Background: an optimization exercise with open tools, aiming at small area, a short achievable clock period and few clock cycles per item. Do not read the settings as production practice. RTL that was checked went through simulation tests only; none was proved equivalent to the original. Only the layout flow was run in run 4; the RTL was not checked for function there.

==> flow/design.v <==
`timescale 1ns / 1ps
package ssa_pkg;
  localparam int SAMPLE_W   = 16;
  localparam int RESULT_W   = 16;
  localparam int CFG_ADDR_W = 3;
  localparam int CFG_DATA_W = 32;
  localparam logic REG_IDX_MODE = 1'b0;
  localparam int DEN_W      = 31;
  localparam int DIV_STEPS  = 15;
endpackage
`timescale 1ns / 1ps
module ssa_cfg (
  input  logic                           clk,
  input  logic                           rst_n,
  input  logic                           cfg_psel,
  input  logic                           cfg_penable,
  input  logic                           cfg_pwrite,
  input  logic [ssa_pkg::CFG_ADDR_W-1:0] cfg_paddr,
  input  logic [ssa_pkg::CFG_DATA_W-1:0] cfg_pwdata,
  output logic [ssa_pkg::CFG_DATA_W-1:0] cfg_prdata,
  output logic                           cfg_pready,
  output logic                           mode
);
  logic mode_r;
  logic mode_nxt;
  logic wr_en;
  logic reg_idx;
  assign cfg_pready = 1'b1;
  assign reg_idx    = cfg_paddr[2];
  assign wr_en      = cfg_psel && cfg_penable && cfg_pwrite && cfg_pready;
  always_comb begin
    mode_nxt = mode_r;
    if (wr_en && (reg_idx == ssa_pkg::REG_IDX_MODE)) begin
      mode_nxt = cfg_pwdata[0];
    end
  end
  always_ff @(posedge clk) begin
    if (!rst_n) begin
      mode_r <= 1'b0;
    end else begin
      mode_r <= mode_nxt;
    end
  end
  logic rd_bit;
  always_ff @(posedge clk) begin
    rd_bit <= rst_n && mode_nxt && (reg_idx == ssa_pkg::REG_IDX_MODE);
  end
  assign cfg_prdata = {{(ssa_pkg::CFG_DATA_W-1){1'b0}}, rd_bit};
  assign mode = mode_r;
endmodule
`timescale 1ns / 1ps
module ssa_front (
  input  logic                         clk,
  input  logic                         rst_n,
  input  logic                         adv,
  input  logic                         in_vld,
  input  logic [ssa_pkg::SAMPLE_W-1:0] sample,
  input  logic                         mode,
  output logic                         vld_o,
  output logic                         neg_o,
  output logic                         sub_o,
  output logic                         add_o,
  output logic                         q_o,
  output logic [18:0]                  rem_o,
  output logic [ssa_pkg::DEN_W-1:0]    den_o
);
  logic        v1, mode1, neg1;
  logic [15:0] m1, d1;
  assign m1 = sample[15] ? 16'(-sample) : sample;
  always_ff @(posedge clk) begin
    if (!rst_n) begin
      v1 <= 1'b0;
    end else if (adv) begin
      v1 <= in_vld;
    end
  end
  always_ff @(posedge clk) begin
    if (adv) begin
      mode1 <= mode;
      neg1  <= sample[15];
      d1    <= {m1[15:8] + 8'd1, m1[7:0]};
    end
  end
  logic        v2, mode2, neg2, act0, act1;
  logic [31:0] sq_s, sq_c;
  logic [30:0] ps, pc;
  logic [15:0] d2;
  ssa_sq u_sq (
    .d  (d1),
    .ps (sq_s),
    .pc (sq_c)
  );
  always_ff @(posedge clk) begin
    if (!rst_n) begin
      v2 <= 1'b0;
    end else if (adv) begin
      v2 <= v1;
    end
  end
  always_ff @(posedge clk) begin
    if (adv) begin
      mode2 <= mode1;
      neg2  <= neg1;
      act0  <= d1 < 16'd512;
      act1  <= !mode1 || (d1 <= 16'd724);
      d2    <= d1;
      ps    <= sq_s[30:0];
      pc    <= sq_c[30:0];
    end
  end
  logic [18:0] r1;
  always_comb begin
    if (!mode2) begin
      r1 = {3'b000, d2} - 19'd512;
    end else if (act0) begin
      r1 = 19'h2_0000 - ps[18:0] - pc[18:0];
    end else begin
      r1 = 19'h2_0000;
    end
  end
  always_ff @(posedge clk) begin
    if (!rst_n) begin
      vld_o <= 1'b0;
    end else if (adv) begin
      vld_o <= v2;
    end
  end
  always_ff @(posedge clk) begin
    if (adv) begin
      neg_o  <= neg2 & ~mode2;
      sub_o  <= act1 & ~r1[18];
      add_o  <= act1 & r1[18];
      den_o  <= mode2 ? ps + pc : {15'd0, d2};
      rem_o  <= r1;
      q_o    <= ~r1[18] & (act0 | ~mode2);
    end
  end
endmodule
module ssa_sq (
  input  logic [15:0] d,
  output logic [31:0] ps,
  output logic [31:0] pc
);
  logic c2, c4, c6, c8, c10, c12, c14, c16, c18, c20, c22, c24;
  logic c26, c28, c30, c32, c34, c36, c38, c40, c42, c44, c46, c48;
  logic c50, c52, c54, c56, c58, c60, c62, c64, c66, c68, c70, c72;
  logic c74, c76, c78, c80, c82, c84, c86, c88, c90, c92, c94, c96;
  logic c98, c100, c102, c104, c106, c108, c110, c112, c114, c116, c118, c120;
  logic c122, c124, c126, c128, c130, c132, c134, c136, c138, c140, c142, c144;
  logic c146, c148, c150, c152, c154, c156, c158, c160, c162, c164, c166, c168;
  logic c170, c172, c174, c176, c178, c180, c182, s1, s3, s5, s7, s9;
  logic s11, s13, s15, s17, s19, s21, s23, s25, s27, s29, s31, s33;
  logic s35, s37, s39, s41, s43, s45, s47, s49, s51, s53, s55, s57;
  logic s59, s61, s63, s65, s67, s69, s71, s73, s75, s77, s79, s81;
  logic s83, s85, s87, s89, s91, s93, s95, s97, s99, s101, s103, s105;
  logic s107, s109, s111, s113, s115, s117, s119, s121, s123, s125, s127, s129;
  logic s131, s133, s135, s137, s139, s141, s143, s145, s147, s149, s151, s153;
  logic s155, s157, s159, s161, s163, s165, s167, s169, s171, s173, s175, s177;
  logic s179, s181;
  assign s1 = (d[0] & d[11]) ^ (d[1] & d[10]);
  assign c2 = (d[0] & d[11]) & (d[1] & d[10]);
  assign s3 = (d[0] & d[12]) ^ (d[1] & d[11]);
  assign c4 = (d[0] & d[12]) & (d[1] & d[11]);
  assign s5 = (d[0] & d[13]) ^ (d[1] & d[12]) ^ (d[2] & d[11]);
  assign c6 = ((d[0] & d[13]) & (d[1] & d[12])) | ((d[0] & d[13]) & (d[2] & d[11])) | ((d[1] & d[12]) & (d[2] & d[11]));
  assign s7 = (d[3] & d[10]) ^ (d[4] & d[9]);
  assign c8 = (d[3] & d[10]) & (d[4] & d[9]);
  assign s9 = (d[0] & d[14]) ^ (d[1] & d[13]) ^ (d[2] & d[12]);
  assign c10 = ((d[0] & d[14]) & (d[1] & d[13])) | ((d[0] & d[14]) & (d[2] & d[12])) | ((d[1] & d[13]) & (d[2] & d[12]));
  assign s11 = (d[3] & d[11]) ^ (d[4] & d[10]);
  assign c12 = (d[3] & d[11]) & (d[4] & d[10]);
  assign s13 = (d[0] & d[15]) ^ (d[1] & d[14]) ^ (d[2] & d[13]);
  assign c14 = ((d[0] & d[15]) & (d[1] & d[14])) | ((d[0] & d[15]) & (d[2] & d[13])) | ((d[1] & d[14]) & (d[2] & d[13]));
  assign s15 = (d[3] & d[12]) ^ (d[4] & d[11]) ^ (d[5] & d[10]);
  assign c16 = ((d[3] & d[12]) & (d[4] & d[11])) | ((d[3] & d[12]) & (d[5] & d[10])) | ((d[4] & d[11]) & (d[5] & d[10]));
  assign s17 = (d[6] & d[9]) ^ (d[7] & d[8]);
  assign c18 = (d[6] & d[9]) & (d[7] & d[8]);
  assign s19 = (d[1] & d[15]) ^ (d[2] & d[14]) ^ (d[3] & d[13]);
  assign c20 = ((d[1] & d[15]) & (d[2] & d[14])) | ((d[1] & d[15]) & (d[3] & d[13])) | ((d[2] & d[14]) & (d[3] & d[13]));
  assign s21 = (d[4] & d[12]) ^ (d[5] & d[11]) ^ (d[6] & d[10]);
  assign c22 = ((d[4] & d[12]) & (d[5] & d[11])) | ((d[4] & d[12]) & (d[6] & d[10])) | ((d[5] & d[11]) & (d[6] & d[10]));
  assign s23 = (d[2] & d[15]) ^ (d[3] & d[14]) ^ (d[4] & d[13]);
  assign c24 = ((d[2] & d[15]) & (d[3] & d[14])) | ((d[2] & d[15]) & (d[4] & d[13])) | ((d[3] & d[14]) & (d[4] & d[13]));
  assign s25 = (d[5] & d[12]) ^ (d[6] & d[11]) ^ (d[7] & d[10]);
  assign c26 = ((d[5] & d[12]) & (d[6] & d[11])) | ((d[5] & d[12]) & (d[7] & d[10])) | ((d[6] & d[11]) & (d[7] & d[10]));
  assign s27 = (d[3] & d[15]) ^ (d[4] & d[14]) ^ (d[5] & d[13]);
  assign c28 = ((d[3] & d[15]) & (d[4] & d[14])) | ((d[3] & d[15]) & (d[5] & d[13])) | ((d[4] & d[14]) & (d[5] & d[13]));
  assign s29 = (d[4] & d[15]) ^ (d[5] & d[14]) ^ (d[6] & d[13]);
  assign c30 = ((d[4] & d[15]) & (d[5] & d[14])) | ((d[4] & d[15]) & (d[6] & d[13])) | ((d[5] & d[14]) & (d[6] & d[13]));
  assign s31 = (d[0] & d[7]) ^ (d[1] & d[6]);
  assign c32 = (d[0] & d[7]) & (d[1] & d[6]);
  assign s33 = (d[0] & d[8]) ^ (d[1] & d[7]);
  assign c34 = (d[0] & d[8]) & (d[1] & d[7]);
  assign s35 = (d[0] & d[9]) ^ (d[1] & d[8]) ^ (d[2] & d[7]);
  assign c36 = ((d[0] & d[9]) & (d[1] & d[8])) | ((d[0] & d[9]) & (d[2] & d[7])) | ((d[1] & d[8]) & (d[2] & d[7]));
  assign s37 = (d[3] & d[6]) ^ (d[4] & d[5]);
  assign c38 = (d[3] & d[6]) & (d[4] & d[5]);
  assign s39 = (d[0] & d[10]) ^ (d[1] & d[9]) ^ (d[2] & d[8]);
  assign c40 = ((d[0] & d[10]) & (d[1] & d[9])) | ((d[0] & d[10]) & (d[2] & d[8])) | ((d[1] & d[9]) & (d[2] & d[8]));
  assign s41 = (d[3] & d[7]) ^ (d[4] & d[6]);
  assign c42 = (d[3] & d[7]) & (d[4] & d[6]);
  assign s43 = s1 ^ (d[2] & d[9]) ^ (d[3] & d[8]);
  assign c44 = (s1 & (d[2] & d[9])) | (s1 & (d[3] & d[8])) | ((d[2] & d[9]) & (d[3] & d[8]));
  assign s45 = (d[4] & d[7]) ^ (d[5] & d[6]) ^ d[6];
  assign c46 = ((d[4] & d[7]) & (d[5] & d[6])) | ((d[4] & d[7]) & d[6]) | ((d[5] & d[6]) & d[6]);
  assign s47 = c2 ^ s3 ^ (d[2] & d[10]);
  assign c48 = (c2 & s3) | (c2 & (d[2] & d[10])) | (s3 & (d[2] & d[10]));
  assign s49 = (d[3] & d[9]) ^ (d[4] & d[8]) ^ (d[5] & d[7]);
  assign c50 = ((d[3] & d[9]) & (d[4] & d[8])) | ((d[3] & d[9]) & (d[5] & d[7])) | ((d[4] & d[8]) & (d[5] & d[7]));
  assign s51 = c4 ^ s5 ^ s7;
  assign c52 = (c4 & s5) | (c4 & s7) | (s5 & s7);
  assign s53 = (d[5] & d[8]) ^ (d[6] & d[7]) ^ d[7];
  assign c54 = ((d[5] & d[8]) & (d[6] & d[7])) | ((d[5] & d[8]) & d[7]) | ((d[6] & d[7]) & d[7]);
  assign s55 = c6 ^ c8 ^ s9;
  assign c56 = (c6 & c8) | (c6 & s9) | (c8 & s9);
  assign s57 = s11 ^ (d[5] & d[9]) ^ (d[6] & d[8]);
  assign c58 = (s11 & (d[5] & d[9])) | (s11 & (d[6] & d[8])) | ((d[5] & d[9]) & (d[6] & d[8]));
  assign s59 = c10 ^ c12 ^ s13;
  assign c60 = (c10 & c12) | (c10 & s13) | (c12 & s13);
  assign s61 = s15 ^ s17 ^ d[8];
  assign c62 = (s15 & s17) | (s15 & d[8]) | (s17 & d[8]);
  assign s63 = c14 ^ c16 ^ c18;
  assign c64 = (c14 & c16) | (c14 & c18) | (c16 & c18);
  assign s65 = s19 ^ s21 ^ (d[7] & d[9]);
  assign c66 = (s19 & s21) | (s19 & (d[7] & d[9])) | (s21 & (d[7] & d[9]));
  assign s67 = c20 ^ c22 ^ s23;
  assign c68 = (c20 & c22) | (c20 & s23) | (c22 & s23);
  assign s69 = s25 ^ (d[8] & d[9]) ^ d[9];
  assign c70 = (s25 & (d[8] & d[9])) | (s25 & d[9]) | ((d[8] & d[9]) & d[9]);
  assign s71 = c24 ^ c26 ^ s27;
  assign c72 = (c24 & c26) | (c24 & s27) | (c26 & s27);
  assign s73 = (d[6] & d[12]) ^ (d[7] & d[11]) ^ (d[8] & d[10]);
  assign c74 = ((d[6] & d[12]) & (d[7] & d[11])) | ((d[6] & d[12]) & (d[8] & d[10])) | ((d[7] & d[11]) & (d[8] & d[10]));
  assign s75 = c28 ^ s29 ^ (d[7] & d[12]);
  assign c76 = (c28 & s29) | (c28 & (d[7] & d[12])) | (s29 & (d[7] & d[12]));
  assign s77 = (d[8] & d[11]) ^ (d[9] & d[10]) ^ d[10];
  assign c78 = ((d[8] & d[11]) & (d[9] & d[10])) | ((d[8] & d[11]) & d[10]) | ((d[9] & d[10]) & d[10]);
  assign s79 = c30 ^ (d[5] & d[15]) ^ (d[6] & d[14]);
  assign c80 = (c30 & (d[5] & d[15])) | (c30 & (d[6] & d[14])) | ((d[5] & d[15]) & (d[6] & d[14]));
  assign s81 = (d[7] & d[13]) ^ (d[8] & d[12]) ^ (d[9] & d[11]);
  assign c82 = ((d[7] & d[13]) & (d[8] & d[12])) | ((d[7] & d[13]) & (d[9] & d[11])) | ((d[8] & d[12]) & (d[9] & d[11]));
  assign s83 = (d[6] & d[15]) ^ (d[7] & d[14]) ^ (d[8] & d[13]);
  assign c84 = ((d[6] & d[15]) & (d[7] & d[14])) | ((d[6] & d[15]) & (d[8] & d[13])) | ((d[7] & d[14]) & (d[8] & d[13]));
  assign s85 = (d[9] & d[12]) ^ (d[10] & d[11]) ^ d[11];
  assign c86 = ((d[9] & d[12]) & (d[10] & d[11])) | ((d[9] & d[12]) & d[11]) | ((d[10] & d[11]) & d[11]);
  assign s87 = (d[7] & d[15]) ^ (d[8] & d[14]) ^ (d[9] & d[13]);
  assign c88 = ((d[7] & d[15]) & (d[8] & d[14])) | ((d[7] & d[15]) & (d[9] & d[13])) | ((d[8] & d[14]) & (d[9] & d[13]));
  assign s89 = (d[8] & d[15]) ^ (d[9] & d[14]) ^ (d[10] & d[13]);
  assign c90 = ((d[8] & d[15]) & (d[9] & d[14])) | ((d[8] & d[15]) & (d[10] & d[13])) | ((d[9] & d[14]) & (d[10] & d[13]));
  assign s91 = (d[0] & d[5]) ^ (d[1] & d[4]);
  assign c92 = (d[0] & d[5]) & (d[1] & d[4]);
  assign s93 = (d[0] & d[6]) ^ (d[1] & d[5]);
  assign c94 = (d[0] & d[6]) & (d[1] & d[5]);
  assign s95 = s31 ^ (d[2] & d[5]) ^ (d[3] & d[4]);
  assign c96 = (s31 & (d[2] & d[5])) | (s31 & (d[3] & d[4])) | ((d[2] & d[5]) & (d[3] & d[4]));
  assign s97 = c32 ^ s33 ^ (d[2] & d[6]);
  assign c98 = (c32 & s33) | (c32 & (d[2] & d[6])) | (s33 & (d[2] & d[6]));
  assign s99 = c34 ^ s35 ^ s37;
  assign c100 = (c34 & s35) | (c34 & s37) | (s35 & s37);
  assign s101 = c36 ^ c38 ^ s39;
  assign c102 = (c36 & c38) | (c36 & s39) | (c38 & s39);
  assign s103 = c40 ^ c42 ^ s43;
  assign c104 = (c40 & c42) | (c40 & s43) | (c42 & s43);
  assign s105 = c44 ^ c46 ^ s47;
  assign c106 = (c44 & c46) | (c44 & s47) | (c46 & s47);
  assign s107 = c48 ^ c50 ^ s51;
  assign c108 = (c48 & c50) | (c48 & s51) | (c50 & s51);
  assign s109 = c52 ^ c54 ^ s55;
  assign c110 = (c52 & c54) | (c52 & s55) | (c54 & s55);
  assign s111 = c56 ^ c58 ^ s59;
  assign c112 = (c56 & c58) | (c56 & s59) | (c58 & s59);
  assign s113 = c60 ^ c62 ^ s63;
  assign c114 = (c60 & c62) | (c60 & s63) | (c62 & s63);
  assign s115 = c64 ^ c66 ^ s67;
  assign c116 = (c64 & c66) | (c64 & s67) | (c66 & s67);
  assign s117 = c68 ^ c70 ^ s71;
  assign c118 = (c68 & c70) | (c68 & s71) | (c70 & s71);
  assign s119 = c72 ^ c74 ^ s75;
  assign c120 = (c72 & c74) | (c72 & s75) | (c74 & s75);
  assign s121 = c76 ^ c78 ^ s79;
  assign c122 = (c76 & c78) | (c76 & s79) | (c78 & s79);
  assign s123 = c80 ^ c82 ^ s83;
  assign c124 = (c80 & c82) | (c80 & s83) | (c82 & s83);
  assign s125 = c84 ^ c86 ^ s87;
  assign c126 = (c84 & c86) | (c84 & s87) | (c86 & s87);
  assign s127 = c88 ^ s89 ^ (d[11] & d[12]);
  assign c128 = (c88 & s89) | (c88 & (d[11] & d[12])) | (s89 & (d[11] & d[12]));
  assign s129 = c90 ^ (d[9] & d[15]) ^ (d[10] & d[14]);
  assign c130 = (c90 & (d[9] & d[15])) | (c90 & (d[10] & d[14])) | ((d[9] & d[15]) & (d[10] & d[14]));
  assign s131 = (d[10] & d[15]) ^ (d[11] & d[14]) ^ (d[12] & d[13]);
  assign c132 = ((d[10] & d[15]) & (d[11] & d[14])) | ((d[10] & d[15]) & (d[12] & d[13])) | ((d[11] & d[14]) & (d[12] & d[13]));
  assign s133 = (d[0] & d[3]) ^ (d[1] & d[2]);
  assign c134 = (d[0] & d[3]) & (d[1] & d[2]);
  assign s135 = (d[0] & d[4]) ^ (d[1] & d[3]);
  assign c136 = (d[0] & d[4]) & (d[1] & d[3]);
  assign s137 = s91 ^ (d[2] & d[3]) ^ d[3];
  assign c138 = (s91 & (d[2] & d[3])) | (s91 & d[3]) | ((d[2] & d[3]) & d[3]);
  assign s139 = c92 ^ s93 ^ (d[2] & d[4]);
  assign c140 = (c92 & s93) | (c92 & (d[2] & d[4])) | (s93 & (d[2] & d[4]));
  assign s141 = c94 ^ s95 ^ d[4];
  assign c142 = (c94 & s95) | (c94 & d[4]) | (s95 & d[4]);
  assign s143 = c96 ^ s97 ^ (d[3] & d[5]);
  assign c144 = (c96 & s97) | (c96 & (d[3] & d[5])) | (s97 & (d[3] & d[5]));
  assign s145 = c98 ^ s99 ^ d[5];
  assign c146 = (c98 & s99) | (c98 & d[5]) | (s99 & d[5]);
  assign s147 = c100 ^ s101 ^ s41;
  assign c148 = (c100 & s101) | (c100 & s41) | (s101 & s41);
  assign s149 = c102 ^ s103 ^ s45;
  assign c150 = (c102 & s103) | (c102 & s45) | (s103 & s45);
  assign s151 = c104 ^ s105 ^ s49;
  assign c152 = (c104 & s105) | (c104 & s49) | (s105 & s49);
  assign s153 = c106 ^ s107 ^ s53;
  assign c154 = (c106 & s107) | (c106 & s53) | (s107 & s53);
  assign s155 = c108 ^ s109 ^ s57;
  assign c156 = (c108 & s109) | (c108 & s57) | (s109 & s57);
  assign s157 = c110 ^ s111 ^ s61;
  assign c158 = (c110 & s111) | (c110 & s61) | (s111 & s61);
  assign s159 = c112 ^ s113 ^ s65;
  assign c160 = (c112 & s113) | (c112 & s65) | (s113 & s65);
  assign s161 = c114 ^ s115 ^ s69;
  assign c162 = (c114 & s115) | (c114 & s69) | (s115 & s69);
  assign s163 = c116 ^ s117 ^ s73;
  assign c164 = (c116 & s117) | (c116 & s73) | (s117 & s73);
  assign s165 = c118 ^ s119 ^ s77;
  assign c166 = (c118 & s119) | (c118 & s77) | (s119 & s77);
  assign s167 = c120 ^ s121 ^ s81;
  assign c168 = (c120 & s121) | (c120 & s81) | (s121 & s81);
  assign s169 = c122 ^ s123 ^ s85;
  assign c170 = (c122 & s123) | (c122 & s85) | (s123 & s85);
  assign s171 = c124 ^ s125 ^ (d[10] & d[12]);
  assign c172 = (c124 & s125) | (c124 & (d[10] & d[12])) | (s125 & (d[10] & d[12]));
  assign s173 = c126 ^ s127 ^ d[12];
  assign c174 = (c126 & s127) | (c126 & d[12]) | (s127 & d[12]);
  assign s175 = c128 ^ s129 ^ (d[11] & d[13]);
  assign c176 = (c128 & s129) | (c128 & (d[11] & d[13])) | (s129 & (d[11] & d[13]));
  assign s177 = c130 ^ s131 ^ d[13];
  assign c178 = (c130 & s131) | (c130 & d[13]) | (s131 & d[13]);
  assign s179 = c132 ^ (d[11] & d[15]) ^ (d[12] & d[14]);
  assign c180 = (c132 & (d[11] & d[15])) | (c132 & (d[12] & d[14])) | ((d[11] & d[15]) & (d[12] & d[14]));
  assign s181 = (d[12] & d[15]) ^ (d[13] & d[14]) ^ d[14];
  assign c182 = ((d[12] & d[15]) & (d[13] & d[14])) | ((d[12] & d[15]) & d[14]) | ((d[13] & d[14]) & d[14]);
  assign ps[0] = d[0];
  assign pc[0] = 1'b0;
  assign ps[1] = 1'b0;
  assign pc[1] = 1'b0;
  assign ps[2] = (d[0] & d[1]);
  assign pc[2] = d[1];
  assign ps[3] = (d[0] & d[2]);
  assign pc[3] = 1'b0;
  assign ps[4] = s133;
  assign pc[4] = d[2];
  assign ps[5] = c134;
  assign pc[5] = s135;
  assign ps[6] = c136;
  assign pc[6] = s137;
  assign ps[7] = c138;
  assign pc[7] = s139;
  assign ps[8] = c140;
  assign pc[8] = s141;
  assign ps[9] = c142;
  assign pc[9] = s143;
  assign ps[10] = c144;
  assign pc[10] = s145;
  assign ps[11] = c146;
  assign pc[11] = s147;
  assign ps[12] = c148;
  assign pc[12] = s149;
  assign ps[13] = c150;
  assign pc[13] = s151;
  assign ps[14] = c152;
  assign pc[14] = s153;
  assign ps[15] = c154;
  assign pc[15] = s155;
  assign ps[16] = c156;
  assign pc[16] = s157;
  assign ps[17] = c158;
  assign pc[17] = s159;
  assign ps[18] = c160;
  assign pc[18] = s161;
  assign ps[19] = c162;
  assign pc[19] = s163;
  assign ps[20] = c164;
  assign pc[20] = s165;
  assign ps[21] = c166;
  assign pc[21] = s167;
  assign ps[22] = c168;
  assign pc[22] = s169;
  assign ps[23] = c170;
  assign pc[23] = s171;
  assign ps[24] = c172;
  assign pc[24] = s173;
  assign ps[25] = c174;
  assign pc[25] = s175;
  assign ps[26] = c176;
  assign pc[26] = s177;
  assign ps[27] = c178;
  assign pc[27] = s179;
  assign ps[28] = c180;
  assign pc[28] = s181;
  assign ps[29] = c182;
  assign pc[29] = (d[13] & d[15]);
  assign ps[30] = (d[14] & d[15]);
  assign pc[30] = d[15];
  assign ps[31] = 1'b0;
  assign pc[31] = 1'b0;
endmodule
`timescale 1ns / 1ps
module ssa_div_stage #(
  parameter int RW = 19
) (
  input  logic [RW-1:0]             rem_i,
  input  logic [ssa_pkg::DEN_W-1:0] den,
  input  logic                      sub,
  input  logic                      add,
  output logic [RW:0]               rem_o,
  output logic                      q,
  output logic                      sub_o,
  output logic                      add_o
);
  logic [RW:0] op;
  logic        act_o;
  generate
    if (RW >= ssa_pkg::DEN_W) begin : g_full
      assign op = (RW+1)'(den);
    end else begin : g_part
      assign op = {1'b0, den[RW-1:0]};
    end
    if (RW + 1 >= ssa_pkg::DEN_W) begin : g_act_full
      assign act_o = 1'b1;
    end else begin : g_act_part
      assign act_o = ~|den[ssa_pkg::DEN_W-1:RW+1];
    end
  endgenerate
  assign rem_o = {rem_i, 1'b0} + ((sub ? ~op : '0) | (add ? op : '0)) + (RW+1)'(sub);
  assign q     = (sub | add) & ~rem_o[RW];
  assign sub_o = act_o & ~rem_o[RW];
  assign add_o = act_o & rem_o[RW];
endmodule
`timescale 1ns / 1ps
module ssa_back (
  input  logic                         clk,
  input  logic                         rst_n,
  input  logic                         vld_i,
  input  logic                         neg_i,
  input  logic [14:0]                  quo_i,
  output logic                         adv,
  output logic                         out_vld,
  input  logic                         out_rdy,
  output logic [ssa_pkg::RESULT_W-1:0] out_data
);
  logic                         ovld, svld, adv_r;
  logic [ssa_pkg::RESULT_W-1:0] odata, sdata;
  logic [ssa_pkg::RESULT_W-1:0] res;
  logic                         pop, push;
  assign res  = neg_i ? 16'(-{1'b0, quo_i}) : {1'b0, quo_i};
  assign adv  = adv_r;
  assign pop  = ovld && out_rdy;
  assign push = adv && vld_i;
  always_ff @(posedge clk) begin
    if (!rst_n) begin
      ovld  <= 1'b0;
      svld  <= 1'b0;
      adv_r <= 1'b1;
    end else begin
      if (pop) begin
        ovld  <= svld || push;
        svld  <= 1'b0;
        adv_r <= 1'b1;
      end else if (push) begin
        ovld  <= 1'b1;
        svld  <= ovld;
        adv_r <= !ovld;
      end
    end
  end
  always_ff @(posedge clk) begin
    if (pop && svld) begin
      odata <= sdata;
    end else if (push && (pop || !ovld)) begin
      odata <= res;
    end
    if (push && ovld && !pop) begin
      sdata <= res;
    end
  end
  assign out_vld  = ovld;
  assign out_data = odata;
endmodule
`timescale 1ns / 1ps
module softsign_activation_top (
  input  logic                           clk,
  input  logic                           rst_n,
  input  logic                           in_tvalid,
  output logic                           in_tready,
  input  logic [ssa_pkg::SAMPLE_W-1:0]   in_tdata,
  output logic                           out_tvalid,
  input  logic                           out_tready,
  output logic [ssa_pkg::RESULT_W-1:0]   out_tdata,
  input  logic                           cfg_psel,
  input  logic                           cfg_penable,
  input  logic                           cfg_pwrite,
  input  logic [ssa_pkg::CFG_ADDR_W-1:0] cfg_paddr,
  input  logic [ssa_pkg::CFG_DATA_W-1:0] cfg_pwdata,
  output logic [ssa_pkg::CFG_DATA_W-1:0] cfg_prdata,
  output logic                           cfg_pready
);
  localparam int STEPS_PER_REG = 1;
  localparam int NS  = ssa_pkg::DIV_STEPS;
  localparam int DW  = ssa_pkg::DEN_W;
  function automatic integer roff(input integer j);
    roff = 18 * j + (j * (j - 1)) / 2;
  endfunction
  function automatic integer qoff(input integer j);
    qoff = (j * (j - 1)) / 2;
  endfunction
  logic mode;
  logic adv;
  logic [NS:0]              vld_c, neg_c, sub_c, add_c;
  logic [roff(NS+1)-1:0]    rem_c;
  logic [(NS+1)*DW-1:0]     den_c;
  logic [qoff(NS+1)-1:0]    quo_c;
  assign in_tready = adv;
  ssa_cfg u_cfg (
    .clk         (clk),
    .rst_n       (rst_n),
    .cfg_psel    (cfg_psel),
    .cfg_penable (cfg_penable),
    .cfg_pwrite  (cfg_pwrite),
    .cfg_paddr   (cfg_paddr),
    .cfg_pwdata  (cfg_pwdata),
    .cfg_prdata  (cfg_prdata),
    .cfg_pready  (cfg_pready),
    .mode        (mode)
  );
  ssa_front u_front (
    .clk    (clk),
    .rst_n  (rst_n),
    .adv    (adv),
    .in_vld (in_tvalid),
    .sample (in_tdata),
    .mode   (mode),
    .vld_o  (vld_c[1]),
    .neg_o  (neg_c[1]),
    .sub_o  (sub_c[1]),
    .add_o  (add_c[1]),
    .q_o    (quo_c[qoff(1)]),
    .rem_o  (rem_c[roff(1) +: 19]),
    .den_o  (den_c[DW +: DW])
  );
  assign vld_c[0] = 1'b0;
  assign neg_c[0] = 1'b0;
  assign sub_c[0] = 1'b0;
  assign add_c[0] = 1'b0;
  assign rem_c[0 +: 18] = '0;
  assign den_c[0 +: DW] = '0;
  for (genvar j = 1; j < NS; j++) begin : g_step
    localparam int RW = 18 + j;
    logic [RW:0]   rem_n;
    logic          qb, sub_n, add_n;
    logic [j:0]    quo_n;
    ssa_div_stage #(.RW(RW)) u_div (
      .rem_i (rem_c[roff(j) +: RW]),
      .den   (den_c[j*DW +: DW]),
      .sub   (sub_c[j]),
      .add   (add_c[j]),
      .rem_o (rem_n),
      .q     (qb),
      .sub_o (sub_n),
      .add_o (add_n)
    );
    assign quo_n = {quo_c[qoff(j) +: j], qb};
    if (((j + 1) % STEPS_PER_REG == 0) || (j == NS - 1)) begin : g_reg
      logic          vld_r, neg_r, sub_r, add_r;
      logic [RW:0]   rem_r;
      logic [DW-1:0] den_r;
      logic [j:0]    quo_r;
      always_ff @(posedge clk) begin
        if (!rst_n) begin
          vld_r <= 1'b0;
        end else if (adv) begin
          vld_r <= vld_c[j];
        end
      end
      always_ff @(posedge clk) begin
        if (adv) begin
          neg_r  <= neg_c[j];
          sub_r  <= sub_n;
          add_r  <= add_n;
          rem_r  <= rem_n;
          den_r  <= den_c[j*DW +: DW];
          quo_r  <= quo_n;
        end
      end
      assign vld_c[j+1]                 = vld_r;
      assign neg_c[j+1]                 = neg_r;
      assign sub_c[j+1]                 = sub_r;
      assign add_c[j+1]                 = add_r;
      assign rem_c[roff(j+1) +: RW + 1] = rem_r;
      assign den_c[(j+1)*DW +: DW]      = den_r;
      assign quo_c[qoff(j+1) +: j + 1]  = quo_r;
    end else begin : g_comb
      assign vld_c[j+1]                 = vld_c[j];
      assign neg_c[j+1]                 = neg_c[j];
      assign sub_c[j+1]                 = sub_n;
      assign add_c[j+1]                 = add_n;
      assign rem_c[roff(j+1) +: RW + 1] = rem_n;
      assign den_c[(j+1)*DW +: DW]      = den_c[j*DW +: DW];
      assign quo_c[qoff(j+1) +: j + 1]  = quo_n;
    end
  end
  ssa_back u_back (
    .clk      (clk),
    .rst_n    (rst_n),
    .vld_i    (vld_c[NS]),
    .neg_i    (neg_c[NS]),
    .quo_i    (quo_c[qoff(NS) +: NS]),
    .adv      (adv),
    .out_vld  (out_tvalid),
    .out_rdy  (out_tready),
    .out_data (out_tdata)
  );
endmodule
==> flow/run.sh <==
#!/bin/bash
# synth_recipe.tcl (not shown) runs the flow's synth.tcl, then flattens the netlist and writes it again
# the make line also repeats each setting of config.mk as NAME=value (left out here)
make -C /OpenROAD-flow-scripts/flow DESIGN_CONFIG=/design/flow/config.mk WORK_HOME=/design/flow/orfs CLKGATE_MAP_FILE= SYNTH_SCRIPT=/design/flow/synth_recipe.tcl finish
==> flow/config.mk <==
export PLATFORM = sky130hd
export DESIGN_NAME = softsign_activation_top
export DESIGN_NICKNAME = softsign_activation_top
export VERILOG_FILES = /design/flow/design.v
export SDC_FILE = /design/flow/constraint.sdc
export NUM_CORES = 4
export LEC_CHECK = 0
export ABC_AREA = 1
export CAP_MARGIN = 20
export CORE_MARGIN = 2
export CORE_UTILIZATION = 55
export SETUP_SLACK_MARGIN = 3.5
export SLEW_MARGIN = 20
==> flow/constraint.sdc <==
create_clock -name core_clock -period 6.5 [get_ports {clk}]
set_input_delay 1.3000 -clock core_clock [delete_from_list [all_inputs] [get_ports {clk}]]
set_output_delay 1.3000 -clock core_clock [all_outputs]
set_load 0.01 [all_outputs]
==> results of run 1 <==
## layout by cell type (no fill, tap or decap), types with 22 or more instances in the layout
cell type and instances:
o21ai_1 46, o21ai_0 575, nand3_1 254, clkbuf_16 115
o21ai_2 22, nand2_2 24, inv_2 25, nor3_1 80
clkinvlp_4 42, clkdlybuf4s50_1 41, nand2_1 1508, nor2_1 519
a21o_1 44, inv_1 583, xnor2_1 80, conb_1 32
ha_1 433, edfxtp_1 1076, a21oi_1 424, o21bai_1 42
a21oi_2 31, nand4_1 70, nor4_1 27, buf_4 141
xor2_1 244, fa_1 67, bufinv_16 23
## cells in the mapped netlist (all sizes together) (16+ instances only)
cell    count  share of area, %
nand2    1535               9.1
edfxtp   1076                51
o21ai     645               5.2
inv       622               3.7
nor2      539               3.2
a21oi     455               3.6
ha        442               8.7
nand3     259               2.1
xor2      245               3.4
clkbuf    102              0.60
nor3       89              0.74
fa         84               2.7
xnor2      81               1.1
nand4      70              0.69
a21o       44              0.52
buf        43              0.46
o21bai     43              0.52
nor4       30              0.31
dfxtp      22              0.70
a31oi      19              0.19
a211oi     17              0.20
o21a       17              0.20
a21boi     16              0.20
## metrics by stage
stage	cell area, µm²	TNS [ns]	setup slack [ns]	cells
global placement	65300	0	2.67	8021
floorplan	63500	-1564.38	-2.02	6593
global route	71300	0	3.37	8410
detailed placement	65300	0	2.66	8021
CTS	70500	0	3.44	8356
finish	71300	0	3.46	8413
## how the worst min path moves through the flow
stage                               from  depth (start not counted)                          to
5_1_grt        g_step[9].g_reg.den_r[28]                          0  g_step[10].g_reg.den_r[28]
6_report       g_step[9].g_reg.den_r[28]                          0  g_step[10].g_reg.den_r[28]
3_3_place_gp               u_front.neg_o                          0       g_step[1].g_reg.neg_r
2_1_floorplan  g_step[9].g_reg.den_r[28]                          0  g_step[10].g_reg.den_r[28]
3_5_place_dp    g_step[9].g_reg.quo_r[6]                          0   g_step[10].g_reg.quo_r[7]
4_1_cts        g_step[9].g_reg.den_r[28]                          0  g_step[10].g_reg.den_r[28]
## timing repair
action,CTS,global route
resized for setup,47,144
buffers inserted,107,48
setup endpoints to repair,189,140
hold buffers,0,0
pin swaps,15,23
cloned,11,6
## cells by family (layout without fill, tap and decap cells)
group | after synthesis | count (layout) | synth area share (%)
simple gates | 2557 | 2557 | 16.5
compound gates | 1285 | 1285 | 11.0
flops | 1098 | 1098 | 51.7
buf+inv | 769 | 1074 | 4.76
fa+ha+maj | 526 | 526 | 11.4
xor+xnor | 326 | 326 | 4.55
other cells | 2 | 35 | 0.0119
## layout make-up
type	instances	area [µm²]	share of cell area [%]
inverter	624	2400	3.36
multi-input combinational	4726	28100	39.4
sequential	1098	32800	45.9
timing repair inverter	17	125	0.175
clock buffer	134	2970	4.16
antenna	3	7.51	0.0105
tap	1512	1890	2.65
timing repair buffer	216	2000	2.80
clock inverter	83	1120	1.57
## routing by layer
| metal | GRT usage (%) | up-vias |
|---|---|---|
| met5 | 0 | - |
| li1 | - | 23100 |
| met2 | 43.4 | 1362 |
| met3 | 3.08 | 201 |
| met4 | 7.33 | 2 |
| met1 | 40.6 | 22300 |
## flip-flops by register name, indices dropped and copies added (netlist names), 19 cells and up
register / count
g_step.g_reg.den_r: 403
g_step.g_reg.quo_r: 119
g_step.g_reg.rem_r: 336
u_front.den_o: 31
u_front.pc: 25
u_front.ps: 29
u_front.rem_o: 19
==> results.py, run 1 <==
metrics = {
    "die": {
        "rows": 124,
        "io_pins": 109,
        "core_mm2": 0.114,
        "die_y_um": 343,
        "dieWidth_um": 343,
        "fp.dieArea_mm2": 0.118,
        "start_util_pct": 55.4,
    },
    "yosys": {
        "yosysSeqAreaShare_pct": 51.7,
        "synthArstFlopShare_pct": 0,
        "avgSynthCellArea_um2": 9.65,
        "netlist_area_mm2": 0.0633,
        "synth.distinct_cells": 64,
        "yosysWarnings": 4,
        "synth-seq-cells": 1098,
        "ys.flop_type": "edfxtp_1",
        "synthCells": 6563,
        "synth_edf_count": 1076,
    },
    "layout": {
        "syn_to_final_growth_pct": 12.7,
        "fin_nets": 7381,
        "drive_gt1_share_pct": 8.32,
        "fillCellCount": 9606,
        "postLayoutCoreUtil_pct": 62.5,
    },
    "setup_path": {
        "cp-endpoint": "u_front.pc[16]",
        "cp.required_ns": 6.92,
        "r2r.worst_path.cells": 8,
        "arrival_ns": 3.46,
        "cp-end-kind": "flop",
        "crit_fanout": 7,
        "startpoint_type": "flop",
        "rr_endpoint": "u_front.pc[16]",
        "slowest_delay_ns": 0.55,
        "crit_start": "u_front.d1[1]",
        "crit_chain": "nand2_1, inv_2, fa_1, inv_2, fa_2, fa_1, inv_2, fa_1",
        "crit_slowest_cell": "edfxtp_1",
        "cp_top_family": "adder cells",
        "crit_cells": 8,
        "r2r_start": "u_front.d1[1]",
        "path_buf_inv": 3,
        "rrSetupSlack_ns": 3.46,
        "crit_type": "flop to flop",
    },
    "placed_design": {
        "place_congestion": 0.960,
        "hpwl_mm": 121,
        "io_buffers": 43,
    },
    "route": {
        "routedWlPerCell_um": 19.6,
        "top_layer_used": "met5",
        "vias_per_cell": 5.58,
        "wl_met3_mm": 9.67,
        "drt-met1-wl_mm": 76.9,
        "wl_met2_mm": 74.4,
        "vias": 46900,
        "drt_first_pass_iters": 7,
        "route.detailed.drc": 0,
        "totalWireLength_mm": 165,
        "ant_nets": 0,
        "drt_iter0_markers": 4155,
    },
    "run": {
        "max_cap_viol_count": 0,
    },
    "grt": {
        "grt_overflow_total": 0,
        "first_global_vias": 43500,
        "grt_max_degree": 177,
        "grt_pass1_wl_mm": 249,
        "antenna_found_initial": 4,
        "track_usage_pct": 27.5,
    },
    "timing": {
        "hold_ws_ns": 0.392,
        "fin_skew_ns": 0.0610,
        "max_slew_margin_pct": 31.3,
        "final_max_slew_viol_count": 0,
        "fmax_mhz": 329,
        "worst_slew_pin_slew_ns": 1.03,
        "fin_crit_ns": 3.04,
        "rsz0062_at_grt": "true",
        "min_period_over_period_pct": 46.8,
        "finalSetupViolCount": 0,
        "finalHoldViolCount": 0,
    },
    "clock_tree": {
        "cts_tree": "built",
        "cts.sinks": 1098,
        "numCtsBuffers": 114,
        "clkLatencyLatePin_ns": 0.73,
        "path_clk_slew_ns": 0.06,
        "h-tree-depth": 3,
        "clockBufferDepth": 3,
        "root_buffer": "clkbuf_16",
    },
    "worst_hold_path": {
        "worstHoldPathType": "flop to flop",
    },
    "outcome": {
        "status": "timing/DRC/antenna clean",
    },
}
Testbench counts, summed over its fixed seeds: cycles 16,288, items 16,000.
==> run 2: changes to the inputs <==
--- a/flow/config.mk
+++ b/flow/config.mk
@@ -8,6 +8,6 @@
 export ABC_AREA = 1
 export CAP_MARGIN = 20
 export CORE_MARGIN = 2
-export CORE_UTILIZATION = 55
-export SETUP_SLACK_MARGIN = 3.5
+export CORE_UTILIZATION = 40
+export SETUP_SLACK_MARGIN = 3.6
 export SLEW_MARGIN = 20
==> results.py, run 2 <==
metrics = {
    "clock_tree": {
        "h-tree-depth": 3,
        "clockBufferDepth": 3,
        "numCtsBuffers": 119,
        "cts_tree": "built",
        "clkLatencyLatePin_ns": 0.75,
        "cts.sinks": 1098,
        "cts_hold_buffers": 0,
        "path_clk_slew_ns": 0.06,
        "root_buffer": "clkbuf_16",
    },
    "yosys": {
        "synth_area_leader_cell": "edfxtp_1",
        "netlist_area_mm2": 0.0633,
        "ys.flop_type": "edfxtp_1",
        "synthArstFlopShare_pct": 0,
        "yosysSeqAreaShare_pct": 51.7,
        "avgSynthCellArea_um2": 9.65,
        "yosysWarnings": 4,
        "synth-seq-cells": 1098,
        "synthTopCellsByCount": "nand2_1, edfxtp_1, inv_1, o21ai_0, nor2_1",
        "synth_top_area_share_pct": 51.0,
        "synthCells": 6563,
        "synth.distinct_cells": 64,
        "synth_edf_count": 1076,
        "yosysMostFrequentCell": "nand2_1",
        "yosys-top-cells-area": "edfxtp_1, nand2_1, ha_1",
    },
    "setup_path": {
        "rrSetupSlack_ns": 3.52,
        "path_buf_inv": 3,
        "r2r_start": "u_front.d1[15]",
        "crit_slowest_cell": "edfxtp_1",
        "startpoint_type": "flop",
        "slowest_delay_ns": 0.53,
        "crit_cells": 8,
        "rr_endpoint": "u_front.pc[18]",
        "path_common_cell": "fa_1",
        "r2r.worst_path.cells": 8,
        "crit_fanout": 7,
        "crit_type": "flop to flop",
        "cp.required_ns": 6.99,
        "arrival_ns": 3.47,
        "cp_top_family": "adder cells",
        "cp-end-kind": "flop",
        "crit_chain": "nand2_1, inv_2, fa_1, inv_1, fa_1, fa_1, inv_2, fa_2",
    },
    "layout": {
        "syn_to_final_growth_pct": 14.9,
        "final_common_cell": "nand2_1",
        "multi_input_comb_area_mm2": 0.0285,
        "seq_area_mm2": 0.0328,
        "fin_nets": 7432,
        "n_antenna_cell": 0,
        "drive_gt1_share_pct": 10.6,
        "fillCellCount": 14900,
        "final_cell_mix": "nand2_1, edfxtp_1, inv_1, o21ai_0, nor2_1",
        "largest_register_ffs": 403,
        "largest-register": "g_step.g_reg.den_r",
        "reg_top3": "g_step.g_reg.den_r x403, g_step.g_reg.rem_r x336, g_step.g_reg.quo_r x119",
    },
    "die": {
        "die_y_um": 402,
        "fp.dieArea_mm2": 0.161,
        "io_pins": 109,
        "start_util_pct": 40.4,
        "core_mm2": 0.157,
        "dieWidth_um": 402,
        "rows": 145,
    },
    "grt": {
        "grt_max_degree": 170,
        "grt_pass1_wl_mm": 256,
        "track_usage_pct": 20.2,
        "antenna_found_initial": 3,
        "grt_overflow_total": 0,
        "first_global_vias": 44700,
    },
    "placed_design": {
        "dp_slack_ns": 2.99,
        "hpwl_mm": 123,
        "io_buffers": 43,
        "place_congestion": 0.896,
    },
    "route": {
        "ant_nets": 0,
        "vias_per_cell": 5.14,
        "totalWireLength_mm": 166,
        "drt_first_pass_iters": 5,
        "route.detailed.drc": 0,
        "drt_iter0_markers": 3377,
        "vias": 46400,
        "routedWlPerCell_um": 18.5,
    },
    "timing": {
        "fin_skew_ns": 0.0458,
        "finalHoldViolCount": 0,
        "min_period_over_period_pct": 45.9,
        "max_slew_margin_pct": 36.0,
        "fmax_mhz": 335,
        "fin_crit_ns": 2.98,
        "rsz0062_at_grt": "true",
        "final_max_slew_viol_count": 0,
        "tns_ns": 0,
        "worst_slew_pin_slew_ns": 0.960,
        "finalSetupViolCount": 0,
        "setup_slack_ns": 3.52,
    },
    "outcome": {
        "status": "timing/DRC/antenna clean",
    },
    "run": {
        "max_cap_viol_count": 0,
    },
    "worst_hold_path": {
        "hold_depth": 0,
        "worstHoldPathType": "flop to flop",
        "min_from": "g_step[2].g_reg.quo_r[0]",
        "min_to": "g_step[3].g_reg.quo_r[1]",
    },
}
[run 2: stage by stage]
step	hold slack (ns)	cell area (µm²)	cells	utilization [%]
6_report	0.387	72800	9011	46.4
3_3_place_gp	0.401	65900	8567	42.1
5_1_grt	0.403	72800	9011	46.4
3_5_place_dp	0.405	65900	8567	42.1
4_1_cts	0.381	71200	8921	45.4
2_1_floorplan	0.400	63500	6593	-
[run 2: how the worst max path moves through the flow]
stage                                     end  slack, ns                  start
floorplan                     u_back.odata[0]      -2.02           u_back.adv_r
global placement              u_back.odata[9]       3.02             out_tready
detailed placement  g_step[7].g_reg.rem_r[22]       2.99  g_step[6].g_reg.sub_r
CTS                                 in_tready       3.43           u_back.adv_r
global route                   u_front.pc[19]       3.42         u_front.d1[15]
finish                         u_front.pc[18]       3.52         u_front.d1[15]
[run 2: cells by family (layout without fill, tap and decap cells)]
| logic type | count (synthesis) | in the layout | share of synthesized area, % |
|---|---|---|---|
| fa+ha+maj | 526 | 526 | 11.4 |
| flops | 1098 | 1098 | 51.7 |
| buf+inv | 769 | 1129 | 4.76 |
| simple gates | 2557 | 2557 | 16.5 |
| compound gates | 1285 | 1285 | 11.0 |
| other cells | 2 | 32 | 0.0119 |
| xor+xnor | 326 | 326 | 4.55 |
[run 2: what timing repair did]
action                     4_1_cts  5_1_grt
cloned                          13        3
resized for setup               74      314
setup buffers                  115       87
setup endpoints to repair      789      427
pin swaps                       19       70
[run 2: area by class of cell]
type | count | area share [%]
Clock buffer | 139 | 4.27
Inverter | 624 | 3.30
Sequential cell | 1098 | 45.0
Timing Repair inverter | 16 | 0.162
Tap cell | 2058 | 3.54
Clock inverter | 87 | 1.26
Timing Repair Buffer | 263 | 3.27
Multi-Input combinational cell | 4726 | 39.2
[run 2: per-layer routing]
layer	GRT usage, %	up-vias	wire length (µm)
met2	33.6	1006	78800
met4	6.41	4	4830
li1	-	23200	-
met5	0	-	27
met3	2.71	247	7950
met1	27.4	21900	74800
==> run 3: changes to the inputs <==
--- a/flow/config.mk
+++ b/flow/config.mk
@@ -9,5 +9,5 @@
 export CAP_MARGIN = 20
 export CORE_MARGIN = 2
 export CORE_UTILIZATION = 40
-export SETUP_SLACK_MARGIN = 3.6
+export SETUP_SLACK_MARGIN = 3.25
 export SLEW_MARGIN = 20
==> results.py, run 3 <==
metrics = {
    "outcome": {
        "status": "timing/DRC/antenna clean",
    },
    "timing": {
        "final_max_slew_viol_count": 0,
        "fin_crit_ns": 3.12,
        "rsz0062_at_grt": "false",
        "finalHoldViolCount": 0,
        "setup_slack_ns": 3.38,
        "fmax_mhz": 320,
        "max_slew_margin_pct": 19.0,
        "finalSetupViolCount": 0,
        "worst_slew_pin_slew_ns": 1.22,
        "min_period_over_period_pct": 48.1,
        "hold_ws_ns": 0.403,
        "fin_skew_ns": 0.0438,
    },
    "route": {
        "totalWireLength_mm": 164,
        "ant_nets": 0,
        "routedWlPerCell_um": 18.5,
        "vias_per_cell": 5.15,
        "route.detailed.drc": 0,
        "vias": 45700,
        "drt_first_pass_iters": 6,
        "drt_iter0_markers": 3459,
    },
    "clock_tree": {
        "cts.sinks": 1098,
        "path_clk_slew_ns": 0.06,
        "root_buffer": "clkbuf_16",
        "clockBufferDepth": 3,
        "cts_tree": "built",
        "cts_hold_buffers": 0,
        "clkLatencyLatePin_ns": 0.74,
        "h-tree-depth": 3,
        "numCtsBuffers": 119,
    },
    "setup_path": {
        "crit_type": "flop to flop",
        "cp-end-kind": "flop",
        "arrival_ns": 3.55,
        "cp.required_ns": 6.93,
        "rrSetupSlack_ns": 3.38,
        "crit_fanout": 6,
        "startpoint_type": "flop",
    },
    "placed_design": {
        "place_area_mm2": 0.0660,
        "place_congestion": 0.897,
        "dp_slack_ns": 2.96,
        "hpwl_mm": 123,
        "io_buffers": 43,
        "dp_cells": 8568,
    },
    "grt": {
        "grtUsageMet1_pct": 27.2,
        "grt_pass1_wl_mm": 252,
        "grt_max_degree": 186,
        "first_global_vias": 44000,
        "track_usage_pct": 19.8,
        "grtUsageMet3_pct": 2.32,
        "met2_usage_pct": 33.1,
        "grt_overflow_total": 0,
        "antenna_found_initial": 3,
        "grt_busiest_layer": "met2",
    },
    "layout": {
        "n_antenna_cell": 0,
        "final_cell_mix": "nand2_1, edfxtp_1, inv_1, o21ai_0, nor2_1",
        "final_area_mm2": 0.0707,
        "fillCellCount": 15000,
        "instances_no_fill": 8868,
        "syn_to_final_growth_pct": 11.7,
        "reg_top3": "g_step.g_reg.den_r x403, g_step.g_reg.rem_r x336, g_step.g_reg.quo_r x119",
        "final_common_cell": "nand2_1",
        "fin_nets": 7298,
        "largest_register_ffs": 403,
        "drive_gt1_share_pct": 5.49,
        "largest-register": "g_step.g_reg.den_r",
    },
    "yosys": {
        "synthCells": 6563,
        "netlist_area_mm2": 0.0633,
        "yosys-top-cells-area": "edfxtp_1, nand2_1, ha_1",
        "synthTopCellsByCount": "nand2_1, edfxtp_1, inv_1, o21ai_0, nor2_1",
        "synth_area_leader_cell": "edfxtp_1",
        "synth-seq-cells": 1098,
        "yosysMostFrequentCell": "nand2_1",
        "synth_top_area_share_pct": 51.0,
        "synth_edf_count": 1076,
        "synthArstFlopShare_pct": 0,
        "ys.flop_type": "edfxtp_1",
        "yosysSeqAreaShare_pct": 51.7,
        "yosysWarnings": 4,
        "synth.distinct_cells": 64,
        "avgSynthCellArea_um2": 9.65,
    },
    "die": {
        "core_mm2": 0.157,
        "dieWidth_um": 402,
        "rows": 145,
        "die_y_um": 402,
        "start_util_pct": 40.4,
        "fp.dieArea_mm2": 0.161,
        "io_pins": 109,
    },
    "run": {
        "max_cap_viol_count": 0,
    },
    "worst_hold_path": {
        "worstHoldPathType": "flop to flop",
    },
}
## run 3: metrics by stage
step / setup TNS [ns] / util, %
CTS: 0 / 44.9
floorplan: -1564.38 / -
global route: 0 / 45.1
global placement: 0 / 42.1
detailed placement: 0 / 42.1
finish: 0 / 45.1
## run 3: cell families (layout without fill, tap and decap cells)
logic type / after synthesis / in the layout / synth area share [%]
AOI/OAI and AO/OA: 1285 / 1285 / 11.0
xor gates and xnor gates: 326 / 326 / 4.55
adders and majority gates: 526 / 526 / 11.4
buffers and inverters: 769 / 986 / 4.76
DFF: 1098 / 1098 / 51.7
other: 2 / 32 / 0.0119
and+or+nand+nor: 2557 / 2557 / 16.5
## run 3: worst paths after layout
path / from / endpoint / cells past startpoint
setup / recovery: u_front.d2[2] / u_front.rem_o[11] / 10
hold / removal: g_step[13].g_reg.quo_r[13] / g_step[14].g_reg.quo_r[14] / 0
setup reg to reg: u_front.d2[2] / u_front.rem_o[11] / 10
hold reg to reg: g_step[13].g_reg.quo_r[13] / g_step[14].g_reg.quo_r[14] / 0
## run 3: what timing repair did
| item | CTS | global route |
|---|---|---|
| endpoints found under the setup margin | 74 | 111 |
| gates resized for setup | 17 | 17 |
| hold endpoints to repair | 0 | 0 |
| buffers inserted | 33 | 38 |
| pin swaps | 0 | 0 |
| cloned | 5 | 7 |
## run 3: critical path: stages (launching register included)
cell	delay (ns)
edfxtp_1	0.45
inv_1	0.15
ha_1	0.29
ha_1	0.37
a21oi_1	0.19
nand2_1	0.10
a21oi_1	0.37
inv_1	0.11
a21oi_1	0.19
xor2_1	0.34
o21ai_0	0.25
## run 3: per-layer routing
metal	routed length, µm	share of wire (%)
met1	74600	45
met2	77700	47
met3	7710	4.7
met4	4030	2.5
met5	13	0.0079
## run 3: area by class of cell
cell class	instances	area, µm²	area share [%]
clock buffers	141	3180	4.49
multi-input cells	4726	27700	39.1
flip-flops and latches	1098	32800	46.3
clock inverters	76	827	1.17
repair buffers	133	1230	1.74
repair inverters	12	85.1	0.120
well taps	2058	2570	3.64
inverters	624	2390	3.38
==> run 4: changes to the inputs <==
--- a/flow/design.v
+++ b/flow/design.v
@@ -84,7 +84,6 @@
   logic        v2, mode2, neg2, act0, act1;
   logic [31:0] sq_s, sq_c;
   logic [30:0] ps, pc;
-  logic [15:0] d2;
   ssa_sq u_sq (
     .d  (d1),
     .ps (sq_s),
@@ -103,15 +102,14 @@
       neg2  <= neg1;
       act0  <= d1 < 16'd512;
       act1  <= !mode1 || (d1 <= 16'd724);
-      d2    <= d1;
-      ps    <= sq_s[30:0];
-      pc    <= sq_c[30:0];
+      ps    <= mode1 ? sq_s[30:0] : {15'd0, d1};
+      pc    <= mode1 ? sq_c[30:0] : 31'd0;
     end
   end
   logic [18:0] r1;
   always_comb begin
     if (!mode2) begin
-      r1 = {3'b000, d2} - 19'd512;
+      r1 = {3'b000, ps[15:0]} - 19'd512;
     end else if (act0) begin
       r1 = 19'h2_0000 - ps[18:0] - pc[18:0];
     end else begin
@@ -130,7 +128,7 @@
       neg_o  <= neg2 & ~mode2;
       sub_o  <= act1 & ~r1[18];
       add_o  <= act1 & r1[18];
-      den_o  <= mode2 ? ps + pc : {15'd0, d2};
+      den_o  <= ps + pc;
       rem_o  <= r1;
       q_o    <= ~r1[18] & (act0 | ~mode2);
     end
@@ -448,43 +446,19 @@
   input  logic                         out_rdy,
   output logic [ssa_pkg::RESULT_W-1:0] out_data
 );
-  logic                         ovld, svld, adv_r;
-  logic [ssa_pkg::RESULT_W-1:0] odata, sdata;
-  logic [ssa_pkg::RESULT_W-1:0] res;
-  logic                         pop, push;
-  assign res  = neg_i ? 16'(-{1'b0, quo_i}) : {1'b0, quo_i};
-  assign adv  = adv_r;
-  assign pop  = ovld && out_rdy;
-  assign push = adv && vld_i;
+  assign adv = !out_vld || out_rdy;
   always_ff @(posedge clk) begin
     if (!rst_n) begin
-      ovld  <= 1'b0;
-      svld  <= 1'b0;
-      adv_r <= 1'b1;
-    end else begin
-      if (pop) begin
-        ovld  <= svld || push;
-        svld  <= 1'b0;
-        adv_r <= 1'b1;
-      end else if (push) begin
-        ovld  <= 1'b1;
-        svld  <= ovld;
-        adv_r <= !ovld;
-      end
+      out_vld <= 1'b0;
+    end else if (adv) begin
+      out_vld <= vld_i;
     end
   end
   always_ff @(posedge clk) begin
-    if (pop && svld) begin
-      odata <= sdata;
-    end else if (push && (pop || !ovld)) begin
-      odata <= res;
-    end
-    if (push && ovld && !pop) begin
-      sdata <= res;
+    if (adv) begin
+      out_data <= neg_i ? 16'(-{1'b0, quo_i}) : {1'b0, quo_i};
     end
   end
-  assign out_vld  = ovld;
-  assign out_data = odata;
 endmodule
 `timescale 1ns / 1ps
 module softsign_activation_top (
--- a/flow/config.mk
+++ b/flow/config.mk
@@ -5,9 +5,8 @@
 export SDC_FILE = /design/flow/constraint.sdc
 export NUM_CORES = 4
 export LEC_CHECK = 0
-export ABC_AREA = 1
 export CAP_MARGIN = 20
 export CORE_MARGIN = 2
 export CORE_UTILIZATION = 40
-export SETUP_SLACK_MARGIN = 3.25
+export SETUP_SLACK_MARGIN = 3.0
 export SLEW_MARGIN = 20
==> results.py, run 4 <==
metrics = {
    "setup_path": {
        "crit_slowest_cell": "edfxtp_1",
        "arrival_ns": 4.19,
        "crit_cells": 13,
        "slowest_delay_ns": 0.43,
        "r2r.worst_path.cells": 13,
        "rrSetupSlack_ns": 2.77,
        "crit_chain": "buf_12, buf_8, mux2_4, fa_2, a211oi_4, o21ai_2, o211ai_1, nand2_2, a2111oi_4, o211ai_1, a211o_1, o211ai_1, mux2_4",
        "crit_type": "flop to flop",
        "cp-end-kind": "flop",
        "startpoint_type": "flop",
        "path_common_cell": "o211ai_1",
        "path_buf_inv": 2,
        "cp_top_family": "compound AO/OA/AOI/OAI gates",
        "cp.required_ns": 6.96,
        "crit_fanout": 8,
    },
    "yosys": {
        "yosysWarnings": 4,
        "yosysSeqAreaShare_pct": 53.0,
        "synth_edf_count": 1049,
        "synthAdderAreaFrac_pct": 12.0,
        "synth_compound_area_share_pct": 12.2,
        "yosysMostFrequentCell": "edfxtp_1",
        "synth_top_family_by_area": "compound AO/OA/AOI/OAI gates",
        "avgSynthCellArea_um2": 12.4,
        "yosys-top-cells-area": "edfxtp_1, ha_1, mux2_2",
        "synth.distinct_cells": 95,
        "synth-xor-area-share_pct": 5.54,
        "synthTopCellsByCount": "edfxtp_1, ha_1, mux2_2, a21oi_1, nand2_1",
        "synthCells": 4853,
        "synth_top_area_share_pct": 52.4,
        "netlist_area_mm2": 0.0601,
        "ys.flop_type": "edfxtp_1",
        "synth_mux_area_share_pct": 6.01,
        "synth_area_leader_cell": "edfxtp_1",
        "yosys.area_share.simple_pct": 8.50,
        "synthArstFlopShare_pct": 0,
        "synth-seq-cells": 1069,
    },
    "timing": {
        "setup_slack_ns": 2.77,
        "fin_skew_ns": 0.0236,
        "tns_ns": 0,
        "final_max_slew_viol_count": 0,
        "fin_crit_ns": 3.73,
        "max_slew_margin_pct": 28.2,
        "finalSetupViolCount": 0,
        "fmax_mhz": 268,
        "worst_slew_pin_slew_ns": 1.08,
        "rsz0062_at_grt": "true",
        "min_period_over_period_pct": 57.4,
        "finalHoldViolCount": 0,
    },
    "die": {
        "fp.dieArea_mm2": 0.153,
        "core_mm2": 0.150,
        "dieWidth_um": 392,
        "die_y_um": 392,
        "io_pins": 109,
        "start_util_pct": 40.2,
        "rows": 142,
    },
    "layout": {
        "largest_register_ffs": 403,
        "reg_top3": "g_step.g_reg.den_r x403, g_step.g_reg.rem_r x336, g_step.g_reg.quo_r x119",
        "n_antenna_cell": 0,
        "syn_to_final_growth_pct": 18.8,
        "instances_no_fill": 7286,
        "final_cell_mix": "edfxtp_1, ha_1, nand2_1, mux2_2, a21oi_1",
        "final_common_cell": "edfxtp_1",
        "drive_gt1_share_pct": 21.7,
        "largest-register": "g_step.g_reg.den_r",
        "fin_nets": 5760,
    },
    "clock_tree": {
        "h-tree-depth": 3,
        "cts_hold_buffers": 0,
        "cts_tree": "built",
        "cts.sinks": 1069,
        "path_clk_slew_ns": 0.06,
        "clockBufferDepth": 3,
        "root_buffer": "clkbuf_16",
        "clkLatencyLatePin_ns": 0.72,
        "numCtsBuffers": 110,
    },
    "route": {
        "vias_per_cell": 5.21,
        "routedWlPerCell_um": 17.0,
        "vias": 38000,
        "totalWireLength_mm": 124,
        "ant_nets": 0,
        "drt_iter0_markers": 1726,
        "route.detailed.drc": 0,
        "drt_first_pass_iters": 5,
    },
    "placed_design": {
        "io_buffers": 43,
        "place_congestion": 0.855,
        "dp_cells": 6787,
        "dp_slack_ns": 1.69,
        "hpwl_mm": 78.9,
    },
    "worst_hold_path": {
        "worstHoldPathType": "flop to flop",
        "hold_depth": 0,
    },
    "grt": {
        "grt_overflow_total": 0,
        "track_usage_pct": 15.5,
        "grt_max_degree": 187,
        "grt_pass1_wl_mm": 194,
        "first_global_vias": 38800,
        "antenna_found_initial": 0,
    },
    "outcome": {
        "status": "timing/DRC/antenna clean",
    },
    "run": {
        "max_cap_viol_count": 0,
    },
}
[run 4: cell types whose count changed in the layout (fill, tap and decap cells not counted), moves of 121 or more]
cell and change:
xnor2_1 +155, nand2_1 -1228, nand3_1 -185, a21oi_1 -200
buf_4 +155, mux2_2 +291, o21ai_0 -398, a21o_1 +134
inv_1 -387, nor2_1 -326, and2_1 +123, xor2_1 -121
[run 4: worst paths after layout]
path                                                 from                    endpoint
worst max register to register     g_step[11].g_reg.sub_r   g_step[12].g_reg.quo_r[0]
worst max-delay path               g_step[11].g_reg.sub_r   g_step[12].g_reg.quo_r[0]
worst min register to register  g_step[11].g_reg.quo_r[9]  g_step[12].g_reg.quo_r[10]
worst min-delay path            g_step[11].g_reg.quo_r[9]  g_step[12].g_reg.quo_r[10]
[run 4: cell type report]
class	count	area [µm²]
Timing Repair Buffer	352	3460
Inverter	218	852
Sequential cell	1069	31900
Fill cell	13100	78100
Clock buffer	130	2850
Timing Repair inverter	3	40.0
Tap cell	2016	2520
Multi-Input combinational cell	3421	29000
Clock inverter	77	800
[run 4: what timing repair did]
| action | in CTS | in global routing |
|---|---|---|
| resized for setup | 271 | 280 |
| gates cloned | 9 | 8 |
| buffers inserted | 174 | 101 |
| endpoints found under the setup margin | 435 | 357 |
| pin swaps | 105 | 173 |
[run 4: through the flow]
step / util (%) / hold WS [ns] / area (µm²)
floorplan: - / 0.400 / 60300
global route: 47.8 / 0.414 / 71500
global placement: 41.9 / 0.401 / 62700
CTS: 46.3 / 0.403 / 69200
finish: 47.8 / 0.401 / 71500
detailed placement: 41.9 / 0.405 / 62700
[run 4: kinds of logic after synthesis]
| kind of cell | Yosys count |
|---|---|
| other | 2 |
| XOR/XNOR | 373 |
| AO/OA/AOI/OAI | 1128 |
| buffers and inverters | 393 |
| multiplexers | 322 |
| adder cells (fa/ha/maj) | 527 |
| AND/OR/NAND/NOR | 1039 |
| flip-flops | 1069 |
[run 4: routing by layer]
layer,track usage (%),share of wire [%]
met1,15.0,36
met5,0,0
met2,31.2,55
met3,2.15,2.5
met4,8.51,6.4
[run 4: worst reg2reg max path: cells and delay by family, from the launching register on]
kind	cells	cell delay (ns)
AO/OA/AOI/OAI	7	1.55
multiplexers	2	0.62
flip-flops	1	0.43
adder cells (fa/ha/maj)	1	0.40
buffers and inverters	2	0.32
AND/OR/NAND/NOR	1	0.17

[afterwards: timing with drivers on the ports]
How much do the figures lean on ideal ports? The routed layouts below were timed once more, with nothing changed but the port constraints. Step 1 (the two cells are an assumption about what drives the block):
set clk [get_ports {clk}]
set_driving_cell -lib_cell sky130_fd_sc_hd__clkbuf_16 $clk
set_driving_cell -lib_cell sky130_fd_sc_hd__buf_2 [delete_from_list [all_inputs] $clk]
Step 2 adds t to the input delays and takes it off the output delays; t is the mean of the earliest and latest rising clock arrival at the registers after step 1. Input paths then give back, and output paths get back, about the clock's delay inside the block. Slacks: ideal / step 1 / step 2; pairs: ideal / step 1.
run | shift t [ns] | slack for setup (ns) | hold WS [ns] | worst setup path after step 2 | pins driven straight from the clock port
run 1 | 0.772 | 3.457 / 3.457 / 3.026 | 0.392 / 0.392 / 0.392 | input to register | 1
run 2 | 0.802 | 3.518 / 3.518 / 3.029 | 0.387 / 0.387 / 0.387 | input to register | 1
run 3 | 0.795 | 3.376 / 3.376 / 2.976 | 0.403 / 0.403 / 0.403 | input to register | 1
run 4 | 0.778 | 2.767 / 2.767 / 2.440 | 0.401 / 0.401 / 0.401 | input to register | 1
After both steps every run listed still meets setup and hold. For run 2, which loses most, drivers alone change the setup slack by 0.000 ns; drivers and shift together by -0.489 ns.
